This is an optimization exercise on Yosys and OpenROAD, whose aim is small area, a short achievable clock period and few clock cycles per item, not a production implementation.
In this exercise RTL edits were held to simulation tests only and were not proved equivalent to the original.

## flow/design.v (module list and top-level ports; edited modules follow where they fit)
// module mandel_engine: 104 lines
// module mandel_dp: 1480 lines
// module mandel_fa: 10 lines
module mandel_engine #(
    parameter int BITS      = 16,
    parameter int ITER_BITS = 7
) (
    input  logic                   clk,
    input  logic                   rst_n,
    input  logic                   in_valid,
    output logic                   in_ready,
    input  logic signed [BITS-1:0] in_x,
    input  logic signed [BITS-1:0] in_y,
    input  logic                   julia_mode,
    input  logic signed [BITS-1:0] julia_cx,
    input  logic signed [BITS-1:0] julia_cy,
    input  logic [ITER_BITS-1:0]   max_iter,
    input  logic                   abort,
    output logic                   out_valid,
    input  logic                   out_ready,
    output logic [ITER_BITS-1:0]   out_iter,
    output logic                   out_escaped,
    output logic                   busy
);
  // ...
==> flow/flow/run.sh <==
#!/bin/bash
# The standard layout (standard.sh), with the port buffers made from
# sky130_fd_sc_hd__buf_2 cells instead of the default choice of a delay buffer.
set -euo pipefail
export BUFFER_PORTS_ARGS="-buffer_cell sky130_fd_sc_hd__buf_2"
bash standard.sh > standard.log 2>&1
==> flow/standard.sh <==
#!/bin/bash
# synth_recipe.tcl (not shown) runs the flow's synth.tcl, then flattens the netlist and writes it again
# the make line also repeats each setting of config.mk as NAME=value (left out here)
make -C /OpenROAD-flow-scripts/flow DESIGN_CONFIG=/design/flow/config.mk WORK_HOME=/design/flow/orfs CLKGATE_MAP_FILE= SYNTH_SCRIPT=/design/flow/synth_recipe.tcl "${@:-finish}"
==> flow/config.mk <==
export PLATFORM = sky130hd
export DESIGN_NAME = mandel_engine
export DESIGN_NICKNAME = mandel_engine
export VERILOG_FILES = /design/flow/design.v
export SDC_FILE = /design/flow/constraint.sdc
export NUM_CORES = 4
export LEC_CHECK = 0
export CAP_MARGIN = 20
export CORE_MARGIN = 2
export CORE_UTILIZATION = 40
export SLEW_MARGIN = 20
export SYNTH_HIERARCHICAL = 1
export SYNTH_MINIMUM_KEEP_SIZE = 0
==> flow/constraint.sdc <==
create_clock -name core_clock -period 14.0 [get_ports {clk}]
set_input_delay 2.8000 -clock core_clock [delete_from_list [all_inputs] [get_ports {clk}]]
set_output_delay 2.8000 -clock core_clock [all_outputs]
set_load 0.01 [all_outputs]
==> notes.md, run 1 <==
run status: complete, no violations
GR Util met1: 24.0%
Hold Path Sink: esc_h
GPL Wtd Cong: 0.828
tap cells: 615
number of synthesized flops with an enable pin: 72
Synth Flop Type: edfxtp_1
number of max-cap violations: 0
share of cells above drive strength 1: 10.9%
DR WL/cell: 18.3 µm
Critical Path Source: zx_q[2]
Worst Setup End Kind: register
largest net degree at the start of global routing: 37
initial core utilization: 40.4%
detailed placement HPWL: 31800 µm
GRT Total Usage: 19.0%
final setup vio count: 0
setup slack after layout: 7720 ps
Synth-to-Final Area Change: 8.96%
CP max stage cell: dfxtp_1
period utilisation layout: 44.9%
mux share of post-synthesis cell area: 1.92%
Mapped Cells: 1729
IO Count: 88
post-route design area: 21000 µm²
Testbench counts, summed over its fixed seeds: cycles 85,107, points 2,048.
==> inputs of run 2 (changes only) <==
--- a/flow/config.mk
+++ b/flow/config.mk
@@ -8,6 +8,6 @@
 export CAP_MARGIN = 20
 export CORE_MARGIN = 2
 export CORE_UTILIZATION = 40
-export SLEW_MARGIN = 20
+export SLEW_MARGIN = 50
 export SYNTH_HIERARCHICAL = 1
 export SYNTH_MINIMUM_KEEP_SIZE = 0
==> run 2 against run 1 <==
Still clean on timing, DRC and antenna. Global-route usage rose by 0.13 points. Die area did not move. Critical endpoint unchanged. Largest cell class unchanged.
==> notes.md, run 2 <==
Fin. Hold Viols: 0 (unchanged)
placed inst area: 20400 µm² (about the same)
mapped cell area: 19300 µm² (unchanged)
Post-DRT Antenna Nets: 0 (unchanged)
setup TNS: 0 ps (unchanged)
Finished Core Util: 44.0% (was 44.1%)
Post-CTS Resized: 0 (unchanged)
Slew HR: 55.5% (was 37.6%)
main combinational cell family by area after synthesis: adder cells (unchanged)
mean area per synthesized cell: 11.1 µm² (unchanged)
post-route design area: 20900 µm² (was 21000 µm²)
number of max-cap violations: 0 (unchanged)
max-slew violations: 0 (unchanged)
DRC: 0 (unchanged)
RSZ-0062 raised after global routing: no (unchanged)
GRT Total Usage: 19.2% (was 19.0%)
vias in the first global route: 14.2k (about the same)
Synth-to-Final Area Change: 8.75% (was 8.96%)
CP Max Fanout: 18 (unchanged)
vias: 12.3k (was 12.4k)
Worst Setup End Kind: register (unchanged)
dpl ws: 7780 ps (about the same)
hold-fix buffers at CTS: 0 (unchanged)
clk slew on worst S/H paths: 70 ps (was 60 ps)
number of synthesized flops with an enable pin: 72 (unchanged)
final non-filler cell total: 2400 (unchanged)
Setup Skew: 10.1 ps (was 11.2 ps)
Synth Flop Type: edfxtp_1 (unchanged)
post-CTS setup buffers: 0 (unchanged)
fraction of the mapped netlist area in adder cells: 52.8% (unchanged)
top cells by area, synth: fa_1, and2_1, edfxtp_1 (unchanged)
area of the multi-input gates: 15700 µm² (was 15600 µm²)
mux share of post-synthesis cell area: 1.92% (unchanged)
CTS tree: built (unchanged)
port buffer count: 87 (unchanged)
run status: complete, no violations (unchanged)
Synth cell types: 60 (unchanged)
YS warnings: 7 (unchanged)
most frequent cells in the layout: fa_1, and2_1, nand2_1 (unchanged)
Post-synth top cells: fa_1, and2_1, nand2_1, ha_1, clkbuf_1 (unchanged)
cell taking the most area after synthesis: fa_1 (unchanged)
largest net degree at the start of global routing: 37 (unchanged)
Die X: 223 µm (unchanged)
crit path DAT: 6660 ps (was 6670 ps)
Routed WL: 43800 µm (was 43900 µm)
count of TritonRoute iterations in the first routing pass: 5 (unchanged)
CTS Buf Count: 17 (unchanged)
cell with the most instances after synthesis: fa_1 (unchanged)
post-synth top area share: 41.9% (unchanged)
drt via density: 5.13 (was 5.15)
final setup vio count: 0 (unchanged)
IO Count: 88 (unchanged)
minimum clock period: 6270 ps (was 6280 ps)
maximum level of the CTS H-tree: 4 (unchanged)
worst hold path class: register to register (unchanged)
detailed placement HPWL: 31800 µm (about the same)
initial antenna violation count: 0 (unchanged)
min-delay src: zx_q[15] (was mesc_q)
GR Overflow Total: 0 (unchanged)
root buf cell: clkbuf_16 (unchanged)
share of cells above drive strength 1: 11.1% (was 10.9%)
Post-Synth Simple-Gate Area: 18.6% (unchanged)
initial core utilization: 40.4% (unchanged)
insertion delay to the later sink of the worst-skew pair: 450 ps (was 440 ps)
CP required: 14390 ps (about the same)
Post-synth ARST share: 0% (unchanged)
WS Path Type: register to register (unchanged)
FF/Latch Area: 3060 µm² (unchanged)
Worst Tran Pin Value: 666 ps (was 930 ps)
crit start category: register (unchanged)
period utilisation layout: 44.8% (was 44.9%)
DR WL/cell: 18.3 µm (about the same)
worst flop-to-flop path startpoint: zx_q[2] (unchanged)
XOR/XNOR Fraction of Synth Area: 3.77% (unchanged)
die area: 49900 µm² (unchanged)
FP Rows: 80 (unchanged)
nets: 2420 (unchanged)
clk sinks: 117 (unchanged)
core region area: 47600 µm² (unchanged)
Max Fclk: 0.160 GHz (was 0.159 GHz)
GPL Wtd Cong: 0.828 (unchanged)
Critical Path Source: zx_q[2] (unchanged)
initial drt markers: 545 (was 527)
wire length of the first global-routing pass: 75000 µm (was 74500 µm)
number of diodes: 0 (unchanged)
Synth Area in Compound Gates: 3.92% (unchanged)
post-synthesis register bit count: 117 (unchanged)
most common cell after layout, fill and taps aside: fa_1 (unchanged)
fillcell total: 4575 (was 4544)
die height: 223 µm (unchanged)
Seq/Total Area, Yosys: 15.9% (unchanged)
cell total after placement: 2368 (unchanged)
Mapped Cells: 1729 (unchanged)
Clock Path Buffers: 2 (unchanged)
setup slack after layout: 7730 ps (was 7720 ps)
[run 2: final timing paths]
| check | endpoint | slack (ps) | depth (start not counted) |
|---|---|---|---|
| min reg2reg | sx_q[15] | 590 | 0 |
| min | sx_q[15] | 590 | 0 |
| max reg2reg | zy_q[14] | 7730 | 20 |
| max | zy_q[14] | 7730 | 20 |
[run 2: modules after synthesis (local to each module, per instance)]
| module | flops+latches | cells inside | times used |
|---|---|---|---|
| mandel_fa | 0 | 1 | 401 |
| mandel_dp | 0 | 933 | 1 |
| mandel_engine | 117 | 395 | 1 |
[run 2: final cells by class]
class / instances / share of cell area [%]
Multi-Input combinational cell: 1462 / 74.7
Inverter: 54 / 0.980
Clock inverter: 14 / 0.681
Clock buffer: 18 / 2.05
Tap cell: 615 / 3.67
Timing Repair Buffer: 120 / 3.27
Sequential cell: 117 / 14.6
[run 2: through the flow]
step | hold WS [ps]
final | 588
after global routing | 592
after CTS | 594
after detailed placement | 575
after global placement | 550
after floorplan | 496
[run 2: cell families (layout without fill, tap and decap cells)]
group	count (synthesis)	after routing
compound gates	114	114
xor+xnor	82	82
fa+ha+maj	571	571
buf+inv	155	206
flops	117	117
mux	33	33
other cells	2	7
simple gates	655	655
[run 2: layer usage]
metal  wire [µm]  global-route usage (%)
met4         907                    5.59
met2       23300                    34.7
met5           0                       0
met1       18500                    24.0
met3        1160                    2.23
[run 2: worst max-delay path: stages, from the launching register on]
cell	delay [ps]
dfxtp_1	590
buf_4	310
and2_1	180
fa_1	450
fa_1	530
fa_1	460
fa_1	400
fa_1	460
fa_1	390
ha_1	300
fa_1	440
ha_1	350
nand3_1	100
o22a_1	240
o211ai_1	280
o21a_1	250
o21ai_0	120
nand2_1	90
xor2_1	150
nand2_1	70
nand2_1	70
==> inputs of run 3 (changes only) <==
--- a/flow/config.mk
+++ b/flow/config.mk
@@ -8,6 +8,6 @@
 export CAP_MARGIN = 20
 export CORE_MARGIN = 2
 export CORE_UTILIZATION = 40
-export SLEW_MARGIN = 50
+export SLEW_MARGIN = 75
 export SYNTH_HIERARCHICAL = 1
 export SYNTH_MINIMUM_KEEP_SIZE = 0
==> run 3 against run 2 <==
Worst setup slack improved by 140 ps. Critical endpoint unchanged. Cell count is 0.17% higher. Register-to-register slack improved by 140 ps. Still clean. Maximum frequency increased by 2.3%. Critical path type unchanged.
==> notes.md, run 3 <==
core region area: 47600 µm² (unchanged)
main combinational cell family by area after synthesis: adder cells (unchanged)
largest net degree at the start of global routing: 37 (unchanged)
RSZ-0062 raised after global routing: no (unchanged)
period utilisation layout: 43.7% (was 44.8%)
GPL Wtd Cong: 0.828 (unchanged)
XOR/XNOR Fraction of Synth Area: 3.77% (unchanged)
initial drt markers: 473 (was 545)
clk sinks: 117 (unchanged)
mux share of post-synthesis cell area: 1.92% (unchanged)
Reg2Reg Setup Slack: 7880 ps (was 7730 ps)
maximum level of the CTS H-tree: 4 (unchanged)
FF/Latch Area: 3070 µm² (was 3060 µm²)
Post-synth top cells: fa_1, and2_1, nand2_1, ha_1, clkbuf_1 (unchanged)
Clock Path Buffers: 2 (unchanged)
nets: 2424 (was 2420)
Synth cell types: 60 (unchanged)
CP required: 14390 ps (about the same)
min-delay src: mesc_q (was zx_q[15])
mapped cell area: 19300 µm² (unchanged)
Synth Flop Type: edfxtp_1 (unchanged)
run status: complete, no violations (unchanged)
IO Count: 88 (unchanged)
fillcell total: 4512 (was 4575)
Fin. Hold Viols: 0 (unchanged)
GRT Total Usage: 19.0% (was 19.2%)
Setup Skew: 10.7 ps (was 10.1 ps)
Post-Synth Simple-Gate Area: 18.6% (unchanged)
cell taking the most area after synthesis: fa_1 (unchanged)
port buffer count: 87 (unchanged)
die height: 223 µm (unchanged)
Synth-to-Final Area Change: 9.91% (was 8.75%)
DR WL/cell: 18.3 µm (about the same)
most frequent cells in the layout: fa_1, and2_1, nand2_1 (unchanged)
Post-DRT Antenna Nets: 0 (unchanged)
Max Fclk: 0.163 GHz (was 0.160 GHz)
max-slew violations: 0 (unchanged)
Routed WL: 43900 µm (was 43800 µm)
crit path DAT: 6520 ps (was 6660 ps)
mean area per synthesized cell: 11.1 µm² (unchanged)
WS Path Type: register to register (unchanged)
post-synth top area share: 41.9% (unchanged)
hold-fix buffers at CTS: 0 (unchanged)
number of synthesized flops with an enable pin: 72 (unchanged)
most common cell after layout, fill and taps aside: fa_1 (unchanged)
die area: 49900 µm² (unchanged)
YS warnings: 7 (unchanged)
CTS tree: built (unchanged)
GR Overflow Total: 0 (unchanged)
DRC: 0 (unchanged)
Worst Setup End Kind: register (unchanged)
crit start category: register (unchanged)
clk slew on worst S/H paths: 70 ps (about the same)
Die X: 223 µm (unchanged)
FF-to-FF End: zy_q[14] (unchanged)
CP Max Fanout: 18 (unchanged)
share of cells above drive strength 1: 11.9% (was 11.1%)
initial core utilization: 40.4% (unchanged)
final setup vio count: 0 (unchanged)
Hold Path Sink: esc_h (was sx_q[15])
top cells by area, synth: fa_1, and2_1, edfxtp_1 (unchanged)
post-route design area: 21200 µm² (was 20900 µm²)
worst flop-to-flop path startpoint: zx_q[2] (unchanged)
number of diodes: 0 (unchanged)
wire length of the first global-routing pass: 74400 µm (was 75000 µm)
Synth Area in Compound Gates: 3.92% (unchanged)
area of the multi-input gates: 15700 µm² (about the same)
Post-synth ARST share: 0% (unchanged)
drt via density: 5.15 (was 5.13)
FP Rows: 80 (unchanged)
placed inst area: 20500 µm² (was 20400 µm²)
CTS Buf Count: 17 (unchanged)
insertion delay to the later sink of the worst-skew pair: 450 ps (about the same)
fraction of the mapped netlist area in adder cells: 52.8% (unchanged)
minimum clock period: 6120 ps (was 6270 ps)
post-CTS setup buffers: 0 (unchanged)
Post-CTS Resized: 0 (unchanged)
Seq/Total Area, Yosys: 15.9% (unchanged)
detailed placement HPWL: 31800 µm (about the same)
setup TNS: 0 ps (unchanged)
vias: 12.4k (was 12.3k)
worst r2r path cells: 20 (unchanged)
Mapped Cells: 1729 (unchanged)
post-synthesis register bit count: 117 (unchanged)
count of TritonRoute iterations in the first routing pass: 6 (was 5)
initial antenna violation count: 0 (unchanged)
cell with the most instances after synthesis: fa_1 (unchanged)
Hold Path Stages: 1 (was 0)
number of max-cap violations: 0 (unchanged)
worst hold path class: register to register (unchanged)
root buf cell: clkbuf_16 (unchanged)
vias in the first global route: 14.2k (about the same)
[run 3: per-layer routing]
layer / GRT usage [%] / wire, µm / up-vias
li1: - / - / 5650
met1: 23.9 / 18700 / 6467
met2: 34.3 / 23000 / 213
met3: 2.08 / 1220 / 50
met4: 6.02 / 985 / 0
met5: 0 / 0 / -
[run 3: through the flow]
step | cells | worst slack, ps | utilization, % | hold slack, ps
floorplan | 1734 | 8250 | - | 496
global placement | 2368 | 7940 | 42.7 | 550
detailed placement | 2371 | 7940 | 43.0 | 575
CTS | 2403 | 7920 | 44.3 | 589
global route | 2404 | 7590 | 44.4 | 597
finish | 2404 | 7880 | 44.4 | 574
[run 3: worst max path at each step]
stage / slack, ps / startpoint / cells past startpoint / endpoint
5_1_grt: 7590 / zx_q[2] / 20 / zy_q[15]
3_3_place_gp: 7940 / zx_q[2] / 20 / zy_q[14]
6_report: 7880 / zx_q[2] / 20 / zy_q[14]
2_1_floorplan: 8250 / rst_n / 1 / in_ready
3_5_place_dp: 7940 / zx_q[2] / 20 / zy_q[12]
4_1_cts: 7920 / zx_q[2] / 20 / zy_q[14]
[run 3: layout make-up]
type | count | area share [%]
Multi-Input combinational cell | 1462 | 74.1
Inverter | 54 | 0.981
Tap cell | 615 | 3.63
Sequential cell | 117 | 14.5
Clock buffer | 18 | 2.03
Timing Repair Buffer | 124 | 3.85
Clock inverter | 14 | 0.887
[run 3: cell families (layout without fill, tap and decap cells)]
kind of cell | Yosys count | in the layout
flops | 117 | 117
mux | 33 | 33
buf+inv | 155 | 210
simple gates | 655 | 655
fa+ha+maj | 571 | 571
compound gates | 114 | 114
other cells | 2 | 7
xor+xnor | 82 | 82
[run 3: worst max-delay path, cell delays in order (launching register included)]
cell      delay, ps
dfxtp_2         480
buf_4           280
and2_1          180
fa_1            450
fa_1            530
fa_1            450
fa_1            400
fa_1            460
fa_1            390
ha_1            300
fa_1            450
ha_1            340
nand3_1          90
o22a_1          250
o211ai_1        290
o21a_1          250
o21ai_0         110
nand2_1          90
xor2_1          150
nand2_1          70
nand2_1          70
[run 3: per-module statistics from Yosys, one instance, submodules excluded]
module	flops+latches	area [µm²]	times used	cells
mandel_fa	0	20.0	401	1
mandel_engine	117	4810	1	395
mandel_dp	0	6430	1	933
==> inputs of run 4 (changes only) <==
==> flow/flow/run.sh (replaced) <==
#!/bin/bash
# The standard layout (standard.sh), with the port buffers made from
# sky130_fd_sc_hd__buf_1 cells instead of the default choice of a delay buffer.
set -euo pipefail
export BUFFER_PORTS_ARGS="-buffer_cell sky130_fd_sc_hd__buf_1"
bash standard.sh > standard.log 2>&1
--- a/flow/config.mk
+++ b/flow/config.mk
@@ -8,6 +8,6 @@
 export CAP_MARGIN = 20
 export CORE_MARGIN = 2
 export CORE_UTILIZATION = 40
-export SLEW_MARGIN = 75
+export SLEW_MARGIN = 20
 export SYNTH_HIERARCHICAL = 1
 export SYNTH_MINIMUM_KEEP_SIZE = 0
==> run 4 against run 3 <==
Global-route usage rose by 0.069 points. Still clean on timing, DRC and antenna. Cell count fell by 0.17%. Worst hold slack improved by 3.1 ps. Core utilization fell by 0.71 points. Synthesized cell count did not move. Largest cell class unchanged. Clock-buffer cell count fell by 1. Cell area fell by 1.6%. Via count barely moved. Sequential share of layout area rose by 0.20 points. Register-to-register slack got worse by 120 ps. First-iteration DRC count rose by 18%.
==> notes.md, run 4 <==
port buffer count: 87 (unchanged)
setup TNS: 0 ps (unchanged)
post-CTS setup buffers: 0 (unchanged)
Mapped Cells: 1729 (unchanged)
worst flop-to-flop path startpoint: zx_q[3] (was zx_q[2])
Worst Setup End Kind: register (unchanged)
die area: 49900 µm² (unchanged)
crit start category: register (unchanged)
Hold Path Sink: esc_h (unchanged)
mean area per synthesized cell: 11.1 µm² (unchanged)
minimum clock period: 6240 ps (was 6120 ps)
number of synthesized flops with an enable pin: 72 (unchanged)
Hold Path Stages: 1 (unchanged)
Crit path top cell by count: fa_1 (unchanged)
initial drt markers: 556 (was 473)
placed inst area: 20300 µm² (was 20500 µm²)
FF/Latch Area: 3060 µm² (was 3070 µm²)
Routed WL: 44000 µm (was 43900 µm)
worst hold path class: register to register (unchanged)
CP max stage cell: dfxtp_1 (was fa_1)
Worst path max stage delay: 690 ps (was 530 ps)
vias: 12.4k (about the same)
share of cells above drive strength 1: 6.22% (was 11.9%)
cell taking the most area after synthesis: fa_1 (unchanged)
post-synthesis register bit count: 117 (unchanged)
CP required: 14390 ps (about the same)
Max Fclk: 0.160 GHz (was 0.163 GHz)
most frequent cells in the layout: fa_1, and2_1, nand2_1 (unchanged)
Post-synth top cells: fa_1, and2_1, nand2_1, ha_1, clkbuf_1 (unchanged)
min-delay src: mesc_q (unchanged)
Slew HR: 34.9%
period utilisation layout: 44.6% (was 43.7%)
worst-path cell chain: buf_4 -> and2_1 -> fa_1 -> fa_1 -> fa_1 -> fa_1 -> fa_1 -> fa_1 -> ha_1 -> fa_1 -> ha_1 -> nand3_1 -> o22a_1 -> o211ai_1 -> o21a_1 -> o21ai_0 -> nand2_1 -> xor2_1 -> nand2_1 -> nand2_1 (unchanged)
DRC: 0 (unchanged)
fillcell total: 4558 (was 4512)
area of the multi-input gates: 15600 µm² (was 15700 µm²)
root buf cell: clkbuf_16 (unchanged)
largest net degree at the start of global routing: 37 (unchanged)
initial core utilization: 40.4% (unchanged)
IO Count: 88 (unchanged)
die height: 223 µm (unchanged)
Synth Flop Type: edfxtp_1 (unchanged)
Fin. Hold Viols: 0 (unchanged)
number of diodes: 0 (unchanged)
GRT Total Usage: 19.1% (was 19.0%)
Synth cell types: 60 (unchanged)
post-route design area: 20800 µm² (was 21200 µm²)
run status: complete, no violations (unchanged)
final setup vio count: 0 (unchanged)
Post-synth ARST share: 0% (unchanged)
count of TritonRoute iterations in the first routing pass: 5 (was 6)
drt via density: 5.16 (was 5.15)
Synth-to-Final Area Change: 8.16% (was 9.91%)
CP top delay family: adder cells (unchanged)
cell with the most instances after synthesis: fa_1 (unchanged)
Setup Skew: 7.75 ps (was 10.7 ps)
top cells by area, synth: fa_1, and2_1, edfxtp_1 (unchanged)
Die X: 223 µm (unchanged)
most common cell after layout, fill and taps aside: fa_1 (unchanged)
post-synth top area share: 41.9% (unchanged)
nets: 2420 (was 2424)
Seq/Total Area, Yosys: 15.9% (unchanged)
initial antenna violation count: 0 (unchanged)
maximum level of the CTS H-tree: 4 (unchanged)
Reg2Reg Setup Slack: 7760 ps (was 7880 ps)
wire length of the first global-routing pass: 74900 µm (was 74400 µm)
max-slew violations: 0 (unchanged)
WS Path Type: register to register (unchanged)
YS warnings: 7 (unchanged)
CTS tree: built (unchanged)
insertion delay to the later sink of the worst-skew pair: 440 ps (was 450 ps)
worst r2r path cells: 20 (unchanged)
Post-CTS Resized: 0 (unchanged)
number of max-cap violations: 0 (unchanged)
mapped cell area: 19300 µm² (unchanged)
GPL Wtd Cong: 0.817 (was 0.828)
CP bufs+invs: 1 (unchanged)
FF-to-FF End: zy_q[14] (unchanged)
core region area: 47600 µm² (unchanged)
Clock Path Buffers: 2 (unchanged)
CTS Buf Count: 17 (unchanged)
Worst Tran Pin Value: 970 ps
clk sinks: 117 (unchanged)
FP Rows: 80 (unchanged)
vias in the first global route: 14.4k (was 14.2k)
crit path DAT: 6640 ps (was 6520 ps)
Post-DRT Antenna Nets: 0 (unchanged)
GR Overflow Total: 0 (unchanged)
detailed placement HPWL: 31500 µm (was 31800 µm)
hold-fix buffers at CTS: 0 (unchanged)
RSZ-0062 raised after global routing: no (unchanged)
DR WL/cell: 18.3 µm (about the same)
CP Max Fanout: 20 (was 18)
clk slew on worst S/H paths: 70 ps (about the same)
[run 4: cell counts after synthesis]
Identical to the previous run, type by type.
[run 4: worst max-delay path by stage]
stage | cells past startpoint | from | to
finish | 20 | zx_q[3] | zy_q[14]
global route | 20 | zx_q[3] | zy_q[12]
CTS | 20 | zx_q[3] | zy_q[14]
detailed placement | 20 | zx_q[3] | zy_q[14]
global placement | 20 | zx_q[3] | zy_q[12]
floorplan | 1 | rst_n | in_ready
[run 4: routing by layer]
layer / GRT usage (%) / up-vias / wire, µm
met3: 1.73 / 50 / 1100
met4: 5.68 / 0 / 896
met1: 24.1 / 6473 / 18700
met5: 0 / - / 0
met2: 34.9 / 221 / 23300
li1: - / 5640 / -
[run 4: per-module statistics from Yosys, one instance, submodules excluded]
| module | cells inside | cell area [µm²] | flip-flops and latches | times used |
|---|---|---|---|---|
| mandel_fa | 1 | 20.0 | 0 | 401 |
| mandel_dp | 933 | 6430 | 0 | 1 |
| mandel_engine | 395 | 4810 | 117 | 1 |
[run 4: cell families after synthesis]
family / synth area share (%)
fa+ha+maj: 52.8
compound gates: 3.92
buf+inv: 3.03
mux: 1.92
other cells: 0.0390
xor+xnor: 3.77
simple gates: 18.6
flops: 15.9
[run 4: layout make-up]
class	instances	area share [%]
Clock buffer	17	2.04
Timing Repair Buffer	120	2.76
Tap cell	615	3.69
Inverter	54	0.973
Sequential cell	117	14.7
Clock inverter	15	0.745
Multi-Input combinational cell	1462	75.1
[run 4: through the flow]
stage               utilization (%)  std cells  hold WS (ps)  worst slack, ps
floorplan                         -       1734           496             8250
global placement               42.5       2368           553             7820
detailed placement             42.5       2368           564             7750
CTS                            43.7       2400           577             7770
global route                   43.7       2400           605             7360
finish                         43.7       2400           577             7760
==> inputs of run 5 (changes only) <==
==> flow/run.sh (new file) <==
#!/bin/bash
# synth_recipe.tcl (not shown) runs the flow's synth.tcl, then flattens the netlist and writes it again
# the make line also repeats each setting of config.mk as NAME=value (left out here)
make -C /OpenROAD-flow-scripts/flow DESIGN_CONFIG=/design/flow/config.mk WORK_HOME=/design/flow/orfs CLKGATE_MAP_FILE= SYNTH_SCRIPT=/design/flow/synth_recipe.tcl finish
removed: flow/flow/run.sh
removed: flow/standard.sh
==> run 5 against run 4 <==
Clock skew up 0.64 ps. Die area unchanged. Cell count about the same. Wire length shrank 0.97%. Critical path depth fell by 17. Synthesized cell count unchanged. Maximum frequency decreased by 7.0%. First-iteration DRC count shrank 8.3%. Non-clock buffer count shrank 1. Global-route usage fell by 0.34 points. Critical endpoint is now in_ready. Largest cell class unchanged.
==> notes.md, run 5 <==
min-delay src: zx_q[15] (was mesc_q)
cell with the most instances after synthesis: fa_1 (unchanged)
CP max stage cell: clkdlybuf4s50_1 (was dfxtp_1)
maximum level of the CTS H-tree: 4 (unchanged)
RSZ-0062 raised after global routing: no (unchanged)
Synth Flop Type: edfxtp_1 (unchanged)
setup TNS: 0 ps (unchanged)
worst hold path class: register to register (unchanged)
final setup vio count: 0 (unchanged)
Fin. Hold Viols: 0 (unchanged)
mapped cell area: 19300 µm² (unchanged)
CP top delay family: buffers and inverters (was adder cells)
GR Overflow Total: 0 (unchanged)
run status: complete, no violations (unchanged)
worst-path cell chain: clkdlybuf4s50_1 -> and2_1 -> clkdlybuf4s50_1 (was buf_4 -> and2_1 -> fa_1 -> fa_1 -> fa_1 -> fa_1 -> fa_1 -> fa_1 -> ha_1 -> fa_1 -> ha_1 -> nand3_1 -> o22a_1 -> o211ai_1 -> o21a_1 -> o21ai_0 -> nand2_1 -> xor2_1 -> nand2_1 -> nand2_1)
nets: 2419 (was 2420)
GPL Wtd Cong: 0.816 (was 0.817)
die area: 49900 µm² (unchanged)
Routed WL: 43500 µm (was 44000 µm)
most frequent cells in the layout: fa_1, and2_1, nand2_1 (unchanged)
FP Rows: 80 (unchanged)
worst flop-to-flop path startpoint: zx_q[7] (was zx_q[3])
crit path DAT: 3910 ps (was 6640 ps)
crit start category: input pin (was register)
Mapped Cells: 1729 (unchanged)
WS Path Type: input pin to output pin (was register to register)
Setup Skew: 8.40 ps (was 7.75 ps)
post-CTS setup buffers: 0 (unchanged)
hold-fix buffers at CTS: 0 (unchanged)
minimum clock period: 6710 ps (was 6240 ps)
clk sinks: 117 (unchanged)
Post-synth top cells: fa_1, and2_1, nand2_1, ha_1, clkbuf_1 (unchanged)
max-slew violations: 0 (unchanged)
most common cell after layout, fill and taps aside: fa_1 (unchanged)
post-synth top area share: 41.9% (unchanged)
Clock Path Buffers: 2 (unchanged)
YS warnings: 7 (unchanged)
count of TritonRoute iterations in the first routing pass: 4 (was 5)
CP Max Fanout: 2 (was 20)
cell taking the most area after synthesis: fa_1 (unchanged)
final hold slack: 545 ps (was 577 ps)
number of diodes: 0 (unchanged)
vias in the first global route: 14.1k (was 14.4k)
initial antenna violation count: 0 (unchanged)
Synth cell types: 60 (unchanged)
drt via density: 5.14 (was 5.16)
period utilisation layout: 48.0% (was 44.6%)
initial drt markers: 510 (was 556)
fillcell total: 4458 (was 4558)
Critical Path Source: rst_n (was zx_q[3])
Worst Setup End Kind: output pin (was register)
DR WL/cell: 18.1 µm (was 18.3 µm)
CTS Buf Count: 17 (unchanged)
Post-CTS Resized: 0 (unchanged)
port buffer count: 87 (unchanged)
wire length of the first global-routing pass: 73600 µm (was 74900 µm)
IO Count: 88 (unchanged)
placed inst area: 20800 µm² (was 20300 µm²)
Synth-to-Final Area Change: 11.1% (was 8.16%)
Die X: 223 µm (unchanged)
GRT Total Usage: 18.8% (was 19.1%)
post-synthesis register bit count: 117 (unchanged)
Seq/Total Area, Yosys: 15.9% (unchanged)
share of cells above drive strength 1: 6.28% (was 6.22%)
CP required: 11200 ps (was 14390 ps)
Worst path max stage delay: 530 ps (was 690 ps)
Post-DRT Antenna Nets: 0 (unchanged)
clk slew on worst S/H paths: 70 ps (about the same)
Post-synth ARST share: 0% (unchanged)
core region area: 47600 µm² (unchanged)
root buf cell: clkbuf_16 (unchanged)
number of synthesized flops with an enable pin: 72 (unchanged)
Crit path top cell by count: clkdlybuf4s50_1 (was fa_1)
vias: 12.3k (was 12.4k)
detailed placement HPWL: 30600 µm (was 31500 µm)
number of max-cap violations: 0 (unchanged)
die height: 223 µm (unchanged)
CTS tree: built (unchanged)
largest net degree at the start of global routing: 37 (unchanged)
insertion delay to the later sink of the worst-skew pair: 440 ps (about the same)
top cells by area, synth: fa_1, and2_1, edfxtp_1 (unchanged)
DRC: 0 (unchanged)
initial core utilization: 40.4% (unchanged)
mean area per synthesized cell: 11.1 µm² (unchanged)
Slew HR: 35.0% (was 34.9%)
post-route design area: 21400 µm² (was 20800 µm²)
Worst Tran Pin Value: 968 ps (was 970 ps)
Max Fclk: 0.149 GHz (was 0.160 GHz)
CP bufs+invs: 2 (was 1)
==> run 5: cell counts after synthesis <==
No cell type changed its count.
==> run 5: layer usage <==
layer / wire length, µm / track usage [%]
met2: 22800 / 33.8
met3: 972 / 2.04
met5: 0 / 0
met4: 745 / 4.69
met1: 19000 / 24.1
==> run 5: modules after synthesis, one instance, submodules excluded <==
module,cells,area [µm²],times used
mandel_dp,933,6430,1
mandel_engine,395,4810,1
mandel_fa,1,20.0,401
==> run 5: worst reg2reg max path, cell delays in order, from the launching register on <==
cell and delay (ps):
dfxtp_2 900, and2_1 270, fa_1 450, fa_1 470
fa_1 410, fa_1 510, fa_1 440, fa_1 540
fa_1 470, a21oi_1 240, o22a_1 250, o211ai_1 170
o21a_1 260, a221oi_2 330, xnor2_1 170, nand2_1 70
nand2_1 80
==> run 5: logic make-up (layout without fill, tap and decap cells) <==
kind of cell,count (synthesis),in the layout,synth area share (%)
AO/OA/AOI/OAI,114,114,3.92
XOR/XNOR,82,82,3.77
adder cells (fa/ha/maj),571,571,52.8
buffers and inverters,155,205,3.03
flip-flops,117,117,15.9
multiplexers,33,33,1.92
other,2,7,0.0390
AND/OR/NAND/NOR,655,655,18.6
==> run 5: area by class of cell <==
type	instances	area (µm²)	share of cell area [%]
inverters	54	203	0.947
flip-flops and latches	117	3070	14.3
multi-input cells	1462	15600	73.1
repair buffers	119	1110	5.17
clock inverters	15	181	0.848
well taps	615	769	3.60
clock buffers	17	425	1.99
==> run 5: metrics by stage <==
stage / setup WS, ps / std cells / util, %
detailed placement: 7270 / 2367 / 43.6
global placement: 7260 / 2367 / 43.6
global route: 7220 / 2399 / 44.9
finish: 7290 / 2399 / 44.9
floorplan: 8250 / 1734 / -
CTS: 7270 / 2399 / 44.9
==> run 5: worst paths after layout <==
kind,cells after the start,slack (ps),to
max,3,7290,in_ready
min,0,540,sx_q[15]
max reg2reg,16,7910,yh_q
min reg2reg,0,540,sx_q[15]

## re-timing with driven ports
How much do the figures lean on ideal ports? The routed layouts below were timed once more, with nothing changed but the port constraints.
Step 1 assumes that a clkbuf_16 drives the clock port and a buf_2 every other input.
Step 2 adds t to the input delays and takes it off the output delays; t is the mean of the earliest and latest rising clock arrival at the registers after step 1. Input paths then give back, and output paths get back, about the clock's delay inside the block.
a / b / c = ideal ports / drivers / drivers and shift; a / b = the first two.
run	shift t [ns]	slack for setup (ns)	worst setup path after step 2	slew at the worst register clock pin (ns)	worst slew at a driven data input, ns
run 1	0.493	7.717 / 7.717 / 7.717	register to register	0.07 / 0.07	0.05
run 2	0.495	7.734 / 7.734 / 7.734	register to register	0.07 / 0.07	0.05
run 3	0.493	7.876 / 7.876 / 7.876	register to register	0.07 / 0.07	0.05
run 4	0.489	7.756 / 7.756 / 7.756	register to register	0.07 / 0.07	0.06
run 5	0.492	7.285 / 7.259 / 7.259	input to output	0.07 / 0.07	0.05
After both steps setup and hold are still met in every run listed. The setup slack of run 5, which loses most, moves by -0.026 ns with the drivers and by -0.026 ns with both steps.
